This design comes from an exercise in tuning for small area, a short achievable clock period and few clock cycles per item on the open sky130 flow, not from production work. The RTL was checked by simulation tests, not by an equivalence proof against the original design. Power and IR drop assume default switching activity.

## flow/config.mk

```make
export PLATFORM = sky130hd
export DESIGN_NAME = bucketed_hash_set
export DESIGN_NICKNAME = bucketed_hash_set
export VERILOG_FILES = /design/flow/design.v
export SDC_FILE = /design/flow/constraint.sdc
export NUM_CORES = 4
export LEC_CHECK = 0
export CAP_MARGIN = 20
export CORE_MARGIN = 2
export CORE_UTILIZATION = 40
export SLEW_MARGIN = 20
export SYNTH_MEMORY_MAX_BITS = 16384
```

## flow/constraint.sdc

```tcl
create_clock -name core_clock -period 8.5 [get_ports {i_clk}]
set_input_delay 1.7000 -clock core_clock [delete_from_list [all_inputs] [get_ports {i_clk}]]
set_output_delay 1.7000 -clock core_clock [all_outputs]
set_load 0.01 [all_outputs]
```

## flow/run.sh

```bash
#!/bin/bash
# synth_recipe.tcl (not shown) runs the flow's synth.tcl, then flattens the netlist and writes it again
# the make line also repeats each setting of config.mk as NAME=value (left out here)
make -C /OpenROAD-flow-scripts/flow DESIGN_CONFIG=/design/flow/config.mk WORK_HOME=/design/flow/orfs CLKGATE_MAP_FILE= SYNTH_SCRIPT=/design/flow/synth_recipe.tcl finish
```

## flow/design.v

```verilog
`timescale 1ns / 1ps
package bhs_pkg;
    localparam int DEF_BUCKET_COUNT     = 24;
    localparam int DEF_SLOTS_PER_BUCKET = 8;
    localparam int KEY_W = 31;
    localparam int CMD_W = 2;
    localparam int STS_W = 2;
    localparam int TAG_W = KEY_W - 4;
    localparam int ROW_N = 24;
    localparam logic [CMD_W-1:0] CMD_FIND   = 2'd0;
    localparam logic [CMD_W-1:0] CMD_INSERT = 2'd1;
    localparam logic [CMD_W-1:0] CMD_DELETE = 2'd2;
    localparam logic [STS_W-1:0] ST_OK   = 2'd0;
    localparam logic [STS_W-1:0] ST_MISS = 2'd1;
    localparam logic [STS_W-1:0] ST_FULL = 2'd2;
endpackage
`timescale 1ns / 1ps
import bhs_pkg::*;
module bhs_bucket_calc (
    input  logic [KEY_W-1:0] i_key,
    output logic [2:0]       o_lo,
    output logic [1:0]       o_m3,
    output logic [ROW_N-1:0] o_sel,
    output logic [TAG_W-1:0] o_tag
);
    function automatic logic [1:0] add3(input logic [1:0] a, input logic [1:0] b);
        logic [2:0] s;
        logic [1:0] r;
        s = {1'b0, a} + {1'b0, b};
        if (s >= 3'd3) r = s[1:0] - 2'd3;
        else r = s[1:0];
        add3 = r;
    endfunction
    logic [1:0] l0 [16];
    logic [1:0] l1 [8];
    logic [1:0] l2 [4];
    logic [1:0] l3 [2];
    logic [2:0] w_oh8;
    logic [7:0] w_lo_oh;
    logic [2:0] w_m3_oh;
    always_comb begin
        for (int i = 0; i < 15; i++) begin
            l0[i] = (i_key[2*i +: 2] == 2'd3) ? 2'd0 : i_key[2*i +: 2];
        end
        l0[15] = {1'b0, i_key[30]};
        for (int i = 0; i < 8; i++) l1[i] = add3(l0[2*i], l0[2*i+1]);
        for (int i = 0; i < 4; i++) l2[i] = add3(l1[2*i], l1[2*i+1]);
        for (int i = 0; i < 2; i++) l3[i] = add3(l2[2*i], l2[2*i+1]);
        o_m3 = add3(l3[0], l3[1]);
    end
    assign o_lo  = i_key[2:0];
    assign o_tag = {i_key[30:5], i_key[4:3] == 2'd3};
    always_comb begin
        for (int i = 0; i < 8; i++) w_lo_oh[i] = (o_lo == 3'(i));
        for (int j = 0; j < 3; j++) w_m3_oh[j] = (o_m3 == 2'(j));
        for (int i = 0; i < 8; i++)
            for (int j = 0; j < 3; j++)
                o_sel[3*i+j] = w_lo_oh[i] & w_m3_oh[j];
    end
endmodule
`timescale 1ns / 1ps
import bhs_pkg::*;
module bhs_row_store #(
    parameter int SLOTS = DEF_SLOTS_PER_BUCKET
) (
    input  logic             i_clk,
    input  logic             i_rst_n,
    input  logic [ROW_N-1:0] i_rd_sel,
    input  logic [TAG_W-1:0] i_rd_tag,
    output logic [SLOTS-1:0] o_rd_eq,
    output logic [SLOTS-1:0] o_rd_valid,
    input  logic             i_wr_en,
    input  logic [ROW_N-1:0] i_wr_sel,
    input  logic [SLOTS-1:0] i_wr_valid,
    input  logic [SLOTS-1:0] i_wr_slot,
    input  logic [TAG_W-1:0] i_wr_tag
);
    logic [SLOTS*TAG_W-1:0] mem_tag   [ROW_N];
    logic [SLOTS-1:0]       mem_valid [ROW_N];
    logic [SLOTS*TAG_W-1:0] w_rd_tags;
    always_ff @(posedge i_clk) begin
        for (int r = 0; r < ROW_N; r++) begin
            for (int s = 0; s < SLOTS; s++) begin
                if (i_wr_en && i_wr_sel[r] && i_wr_slot[s]) begin
                    mem_tag[r][s*TAG_W +: TAG_W] <= i_wr_tag;
                end
            end
        end
    end
    always_ff @(posedge i_clk) begin
        for (int r = 0; r < ROW_N; r++) begin
            if (!i_rst_n) begin
                mem_valid[r] <= '0;
            end else if (i_wr_en && i_wr_sel[r]) begin
                mem_valid[r] <= i_wr_valid;
            end
        end
    end
    always_comb begin
        w_rd_tags  = '0;
        o_rd_valid = '0;
        for (int r = 0; r < ROW_N; r++) begin
            w_rd_tags  = w_rd_tags  | ({(SLOTS*TAG_W){i_rd_sel[r]}} & mem_tag[r]);
            o_rd_valid = o_rd_valid | ({SLOTS{i_rd_sel[r]}} & mem_valid[r]);
        end
        for (int s = 0; s < SLOTS; s++) begin
            o_rd_eq[s] = (w_rd_tags[s*TAG_W +: TAG_W] == i_rd_tag);
        end
    end
endmodule
`timescale 1ns / 1ps
import bhs_pkg::*;
module bhs_update #(
    parameter int SLOTS = DEF_SLOTS_PER_BUCKET
) (
    input  logic [CMD_W-1:0] i_cmd,
    input  logic [SLOTS-1:0] i_valid,
    input  logic [SLOTS-1:0] i_eq,
    output logic [STS_W-1:0] o_status,
    output logic [SLOTS-1:0] o_new_valid,
    output logic [SLOTS-1:0] o_ins_slot
);
    logic [SLOTS-1:0] w_hit;
    logic [SLOTS-1:0] w_free;
    logic [SLOTS-1:0] w_first;
    logic             w_hit_any;
    logic             w_full;
    assign w_hit     = i_valid & i_eq;
    assign w_free    = ~i_valid;
    assign w_first   = w_free & (~w_free + SLOTS'(1));
    assign w_hit_any = |w_hit;
    assign w_full    = ~|w_free;
    always_comb begin
        o_status    = ST_MISS;
        o_new_valid = i_valid;
        o_ins_slot  = '0;
        case (i_cmd)
            CMD_FIND: begin
                o_status = w_hit_any ? ST_OK : ST_MISS;
            end
            CMD_INSERT: begin
                if (w_hit_any) begin
                    o_status = ST_MISS;
                end else if (w_full) begin
                    o_status = ST_FULL;
                end else begin
                    o_status    = ST_OK;
                    o_new_valid = i_valid | w_first;
                    o_ins_slot  = w_first;
                end
            end
            CMD_DELETE: begin
                if (w_hit_any) begin
                    o_status    = ST_OK;
                    o_new_valid = i_valid & ~w_hit;
                end
            end
            default: begin
                o_status = ST_MISS;
            end
        endcase
    end
endmodule
`timescale 1ns / 1ps
import bhs_pkg::*;
module bucketed_hash_set #(
    parameter int SLOTS = DEF_SLOTS_PER_BUCKET
) (
    input  logic             i_clk,
    input  logic             i_rst_n,
    input  logic             i_req_valid,
    output logic             o_req_ready,
    input  logic [CMD_W-1:0] i_req_command,
    input  logic [KEY_W-1:0] i_req_key,
    output logic             o_rsp_valid,
    input  logic             i_rsp_ready,
    output logic [STS_W-1:0] o_rsp_status
);
    localparam int CAP = 6;
    logic             r_ready;
    logic [2:0]       r_cnt;
    logic [CAP-1:0]   r_occ;
    logic [CAP-1:0][STS_W-1:0] r_q;
    logic             w_acc, w_pop;
    logic [CAP-1:0]   w_occ_sh;
    logic [CAP-1:0][STS_W-1:0] w_q_sh;
    logic             s1_v, s2_v, s3_v;
    logic [CMD_W-1:0] s1_cmd, s2_cmd, s3_cmd;
    logic [KEY_W-1:0] s1_key;
    logic [TAG_W-1:0] s2_tag, s3_tag;
    logic [ROW_N-1:0] s2_sel, s3_sel;
    logic [4:0]       s2_row, s3_row;
    logic [SLOTS-1:0] s3_eq, s3_rv;
    logic             s3_fwd, s3_teq;
    logic [SLOTS-1:0] p_vnew, p_ins;
    logic [2:0]       w1_lo;
    logic [1:0]       w1_m3;
    logic [ROW_N-1:0] w1_sel;
    logic [TAG_W-1:0] w1_tag;
    logic [SLOTS-1:0] w2_eq, w2_rv;
    logic [SLOTS-1:0] w3_v, w3_eq;
    logic [STS_W-1:0] w3_status;
    logic [SLOTS-1:0] w3_new_valid, w3_ins;
    assign w_acc = i_req_valid && r_ready;
    assign w_pop = r_occ[0] && i_rsp_ready;
    always_ff @(posedge i_clk) begin
        s1_v   <= i_rst_n && w_acc;
        s1_cmd <= i_req_command;
        s1_key <= i_req_key;
    end
    bhs_bucket_calc u_calc (
        .i_key (s1_key),
        .o_lo  (w1_lo),
        .o_m3  (w1_m3),
        .o_sel (w1_sel),
        .o_tag (w1_tag)
    );
    always_ff @(posedge i_clk) begin
        s2_v   <= i_rst_n && s1_v;
        s2_cmd <= s1_cmd;
        s2_tag <= w1_tag;
        s2_sel <= w1_sel;
        s2_row <= {w1_lo, w1_m3};
    end
    bhs_row_store #(
        .SLOTS (SLOTS)
    ) u_store (
        .i_clk      (i_clk),
        .i_rst_n    (i_rst_n),
        .i_rd_sel   (s2_sel),
        .i_rd_tag   (s2_tag),
        .o_rd_eq    (w2_eq),
        .o_rd_valid (w2_rv),
        .i_wr_en    (s3_v),
        .i_wr_sel   (s3_sel),
        .i_wr_valid (w3_new_valid),
        .i_wr_slot  (w3_ins),
        .i_wr_tag   (s3_tag)
    );
    always_ff @(posedge i_clk) begin
        s3_v   <= i_rst_n && s2_v;
        s3_cmd <= s2_cmd;
        s3_tag <= s2_tag;
        s3_sel <= s2_sel;
        s3_row <= s2_row;
        s3_eq  <= w2_eq;
        s3_rv  <= w2_rv;
        s3_fwd <= i_rst_n && s2_v && s3_v && (s2_row == s3_row);
        s3_teq <= (s2_tag == s3_tag);
    end
    always_comb begin
        w3_v = s3_fwd ? p_vnew : s3_rv;
        for (int s = 0; s < SLOTS; s++) begin
            w3_eq[s] = (s3_fwd && p_ins[s]) ? s3_teq : s3_eq[s];
        end
    end
    bhs_update #(
        .SLOTS (SLOTS)
    ) u_update (
        .i_cmd       (s3_cmd),
        .i_valid     (w3_v),
        .i_eq        (w3_eq),
        .o_status    (w3_status),
        .o_new_valid (w3_new_valid),
        .o_ins_slot  (w3_ins)
    );
    always_ff @(posedge i_clk) begin
        p_vnew <= w3_new_valid;
        p_ins  <= w3_ins;
    end
    always_comb begin
        w_occ_sh = w_pop ? (r_occ >> 1) : r_occ;
        for (int i = 0; i < CAP - 1; i++) begin
            w_q_sh[i] = w_pop ? r_q[i+1] : r_q[i];
        end
        w_q_sh[CAP-1] = r_q[CAP-1];
    end
    always_ff @(posedge i_clk) begin
        for (int i = 0; i < CAP; i++) begin
            r_q[i] <= w_occ_sh[i] ? w_q_sh[i] : w3_status;
        end
        if (!i_rst_n) begin
            r_occ <= '0;
        end else if (s3_v) begin
            r_occ <= {w_occ_sh[CAP-2:0], 1'b1};
        end else begin
            r_occ <= w_occ_sh;
        end
    end
    always_ff @(posedge i_clk) begin
        if (!i_rst_n) begin
            r_cnt   <= '0;
            r_ready <= 1'b1;
        end else begin
            r_cnt <= r_cnt + 3'(w_acc) - 3'(w_pop);
            if (w_acc && !w_pop) begin
                r_ready <= (r_cnt < 3'(CAP - 1));
            end else if (w_pop) begin
                r_ready <= 1'b1;
            end
        end
    end
    assign o_req_ready  = r_ready;
    assign o_rsp_valid  = r_occ[0];
    assign o_rsp_status = r_q[0];
endmodule
```

==> results.txt <==
Tightest Hold Check Type=reg -> reg; WL/cell=36.8 um; asr flop ratio synth=0; worst path cell trace=nor2b_1 -> ha_1 -> fa_1 -> ha_1 -> nor2_1 -> o21ai_0 -> ha_1 -> fa_1 -> ha_1 -> or3_1 -> a21oi_1 -> ha_1 -> fa_1 -> ha_1 -> or3_1 -> a21oi_1 -> ha_1 -> fa_1 -> ha_1 -> o32ai_1 -> inv_1 -> nand2_1 -> nor2_1; post-CTS sizing=0; worst r2r dst=s2_sel[8]$_DFF_P_; # hold bufs at CTS=0; area of the multi-input gates=0.0377 mm^2; cts bufs inserted=572; hold_ws=0.329 ns; Worst path max stage delay=0.49 ns; top cells by count, synth=5,196 x edfxtp_1, 2,308 x a22oi_1, 665 x nand2_1; Worst Setup Path Type=reg -> reg; family with the most delay on the worst path=adder cells; worst endpoint required time=9.43 ns; Area growth, synth to finish=14.4%; RSZ-0062 raised after global routing=false; Synth Instances=11,900; slew of the pin with the lowest slew margin=1.23 ns; total routed wirelength=716,000 um; # fillers=42,688; critical path arrival=7.50 ns; Max Slew Vio Count=0; FF/Latch Area=0.164 mm^2; Die Span Y=716 um; share of cells above drive strength 1=0.122; std cell rows=261; Critical path buffers and inverters=1; critical path capture point type=flip-flop; maxcap violations=0; setup TNS=0 ns; first-pass GRT wire length=968,000 um; initial core utilization=0.402; ANT nets after route=0; most common cell in the netlist=edfxtp_1; hold depth=0; Post-Layout Cell Count=19,429; post-route minimum period=6.56 ns; top post-synthesis cells by area=edfxtp_1 77%, a22oi_1 8.5%, dfxtp_1 3.8%, nand2_1 1.2%, clkbuf_1 0.95%; reg2reg start=s1_key[0]$_DFF_P_; dpl hpwl=353,000 um; clock sink total=5,584; Pleak=73.5 nW; VDD IR max=0.994 mV; CP Launch Type=flip-flop; Syn Std Cell Area=0.203 mm^2; clock slew at reported path FFs=0.06 ns; outcome=complete, no violations; Vias=126,539; ys flop type=edfxtp_1; final hold vios=0; grt ovf=0; CTS root buf=clkbuf_16; CTS tree=yes; r2r worst-path depth=23; clock tree buffer depth=4; final setup violation count=0; Yosys cell types=61; number of H-tree levels=6; Synth Register Bits=5,584; antenna violations before repair=50; Worst Clk Skew=0.0775 ns; register area share after synthesis=0.807; Critical-path top delay cell=fa_1; pwr dens=260 mW/mm^2; post-synth top area share=0.769; All-Layer GR Usage=0.270; Endpoint, Worst Hold=s3_cmd[0]$_DFF_P_; largest net degree at the start of global routing=190; I/O pins=41; Final Cycle Share=0.772; Die W=716 um; Placed Cells=18,343; worst setup path startpoint=s1_key[0]$_DFF_P_; most used cell, CP=ha_1; # DRC=0; Design Area, Final=0.232 mm^2; Post-CTS Repair Setup Buffers=0; EDFF count, synth=5,196; fin nets=12,305; syn_nets=11,994; Syn Area/Cell=17.1 um^2; RePlAce Congestion=0.836; Die Area=0.513 mm^2; Crit Path Max Fanout=8; internal reg-to-reg setup slack=1.94 ns; hold path startpoint=s2_cmd[0]$_DFF_P_; relative slew slack=0.177; drt first pass iters=6; DR iter-0 viols=22,179; drt via density=6.51; Cell Area, Placed=0.215 mm^2; Core ar.=0.505 mm^2; I/O Buffers=40; vias in the first global route=116,921; Yosys top cell by area=edfxtp_1; utilization after layout=0.460; clock latency on the worst-skew pair=1.10 ns; achievable clock frequency=152 MHz; YS warnings=10
==> per-layer routing <==
| metal | global-route usage | up-vias | routed length, um |
|---|---|---|---|
| met5 | 0 | - | 37 |
| met4 | 0.0915 | 6 | 27800 |
| met3 | 0.0585 | 1525 | 91500 |
| met2 | 0.432 | 9656 | 331000 |
| met1 | 0.367 | 65829 | 266000 |
| li1 | - | 49523 | - |
==> final cells by class <==
| cell class | instances | area share |
|---|---|---|
| flip-flops and latches | 5584 | 0.706 |
| multi-input cells | 5533 | 0.162 |
| clock buffers | 768 | 0.0668 |
| well taps | 6706 | 0.0361 |
| repair buffers | 495 | 0.0190 |
| clock inverters | 265 | 0.00868 |
| diodes | 53 | 0.000571 |
| inverters | 25 | 0.000404 |
==> cell families (layout without fill, tap and decap cells) <==
| kind of cell | after synthesis | in the layout | synth area share |
|---|---|---|---|
| xor+xnor | 58 | 58 | 0.00250 |
| compound gates | 3260 | 3260 | 0.119 |
| mux | 34 | 34 | 0.00178 |
| other cells | 0 | 53 | 0 |
| fa+ha+maj | 57 | 57 | 0.00414 |
| simple gates | 2124 | 2124 | 0.0510 |
| buf+inv | 783 | 1553 | 0.0150 |
| flops | 5584 | 5584 | 0.807 |
==> worst max-delay path by stage <==
stage | slack [ns] | to | depth (start not counted)
after floorplan | 2.45 | s2_sel[11]$_DFF_P_ | 25
after global placement | 1.86 | s2_sel[8]$_DFF_P_ | 23
after detailed placement | 1.97 | s2_sel[0]$_DFF_P_ | 22
after CTS | 1.96 | s2_sel[8]$_DFF_P_ | 23
after global routing | 1.45 | s2_sel[21]$_DFF_P_ | 22
final | 1.94 | s2_sel[8]$_DFF_P_ | 23
==> flip-flops by register name, summed over array words and instances, names as in the netlist, 2 cells and up <==
signal,flops
s2_row,5
u_store.mem_tag,5184
s3_eq,8
s1_cmd,2
r_cnt,3
u_store.mem_valid,192
r_occ,6
s1_key,31
s3_tag,27
s2_cmd,2
p_vnew,8
s2_sel,24
s2_tag,27
s3_cmd,2
r_q,12
s3_rv,8
s3_row,5
p_ins,8
s3_sel,24
==> report_power, final <==
part,switching (mW),total (mW),internal [mW]
Clock,10.6,23.9,13.2
Sequential,0.326,30.4,30.1
Combinational,4.23,6.03,1.80
Total,15.2,60.3,45.1
==> cells in the final DEF (no fill, tap or decap), types with 93 or more instances in the layout <==
| cell type | instances |
|---|---|
| edfxtp_1 | 5196 |
| a22oi_1 | 2308 |
| nand2_1 | 637 |
| clkbuf_16 | 586 |
| buf_4 | 407 |
| dfxtp_1 | 308 |
| nand4_1 | 305 |
| a21oi_1 | 237 |
| nor3_1 | 202 |
| a22o_1 | 200 |
| a221oi_1 | 200 |
| nor2_4 | 192 |
| nor2_1 | 182 |
| o21ai_0 | 173 |
| nand3_1 | 171 |
| clkbuf_1 | 164 |
| and3_1 | 154 |
| clkinv_1 | 121 |
| nor4_1 | 93 |
==> worst reg2reg max path, stage by stage (launching register included) <==
cell and delay (ns):
dfxtp_1 0.41, nor2b_1 0.24, ha_1 0.21, fa_1 0.43
ha_1 0.25, nor2_1 0.13, o21ai_0 0.11, ha_1 0.23
fa_1 0.49, ha_1 0.22, or3_1 0.37, a21oi_1 0.20
ha_1 0.20, fa_1 0.41, ha_1 0.22, or3_1 0.34
a21oi_1 0.17, ha_1 0.19, fa_1 0.43, ha_1 0.25
o32ai_1 0.46, inv_1 0.11, nand2_1 0.26, nor2_1 0.09
==> through the flow <==
| step | setup WS (ns) | power, mW |
|---|---|---|
| finish | 1.94 | 60.3 |
| global route | 1.45 | 61.9 |
| CTS | 1.96 | 60.3 |
| detailed placement | 1.97 | 36.9 |
| global placement | 1.86 | 36.9 |
| floorplan | 2.45 | 34.6 |
Testbench counts, summed over its fixed seeds: cycles 24,032, items 24,000.

-- separate check: timing with driven ports --
The flow's constraints put no driver on any port. The routed layout listed below was extracted and timed again, unchanged, in two steps. Step 1 (the two cells are an assumption about what drives the block):
set clk [get_ports {i_clk}]
set_driving_cell -lib_cell sky130_fd_sc_hd__clkbuf_16 $clk
set_driving_cell -lib_cell sky130_fd_sc_hd__buf_2 [delete_from_list [all_inputs] $clk]
Step 2 also shifts input and output timing later by t, the mid clock arrival at the registers, as if the neighbouring blocks saw the same clock. Slacks: ideal ports / drivers / drivers and shift; pairs: ideal ports / drivers.
shift t [ns]: 1.186
setup WS [ns]: 1.936 / 1.936 / 1.936
worst setup path at the end: register to register
worst data-port slew with drivers (ns): 0.20
After both steps this run still meets setup and hold. The setup slack of this run moves by 0.000 ns with the drivers and by 0.000 ns with both steps.
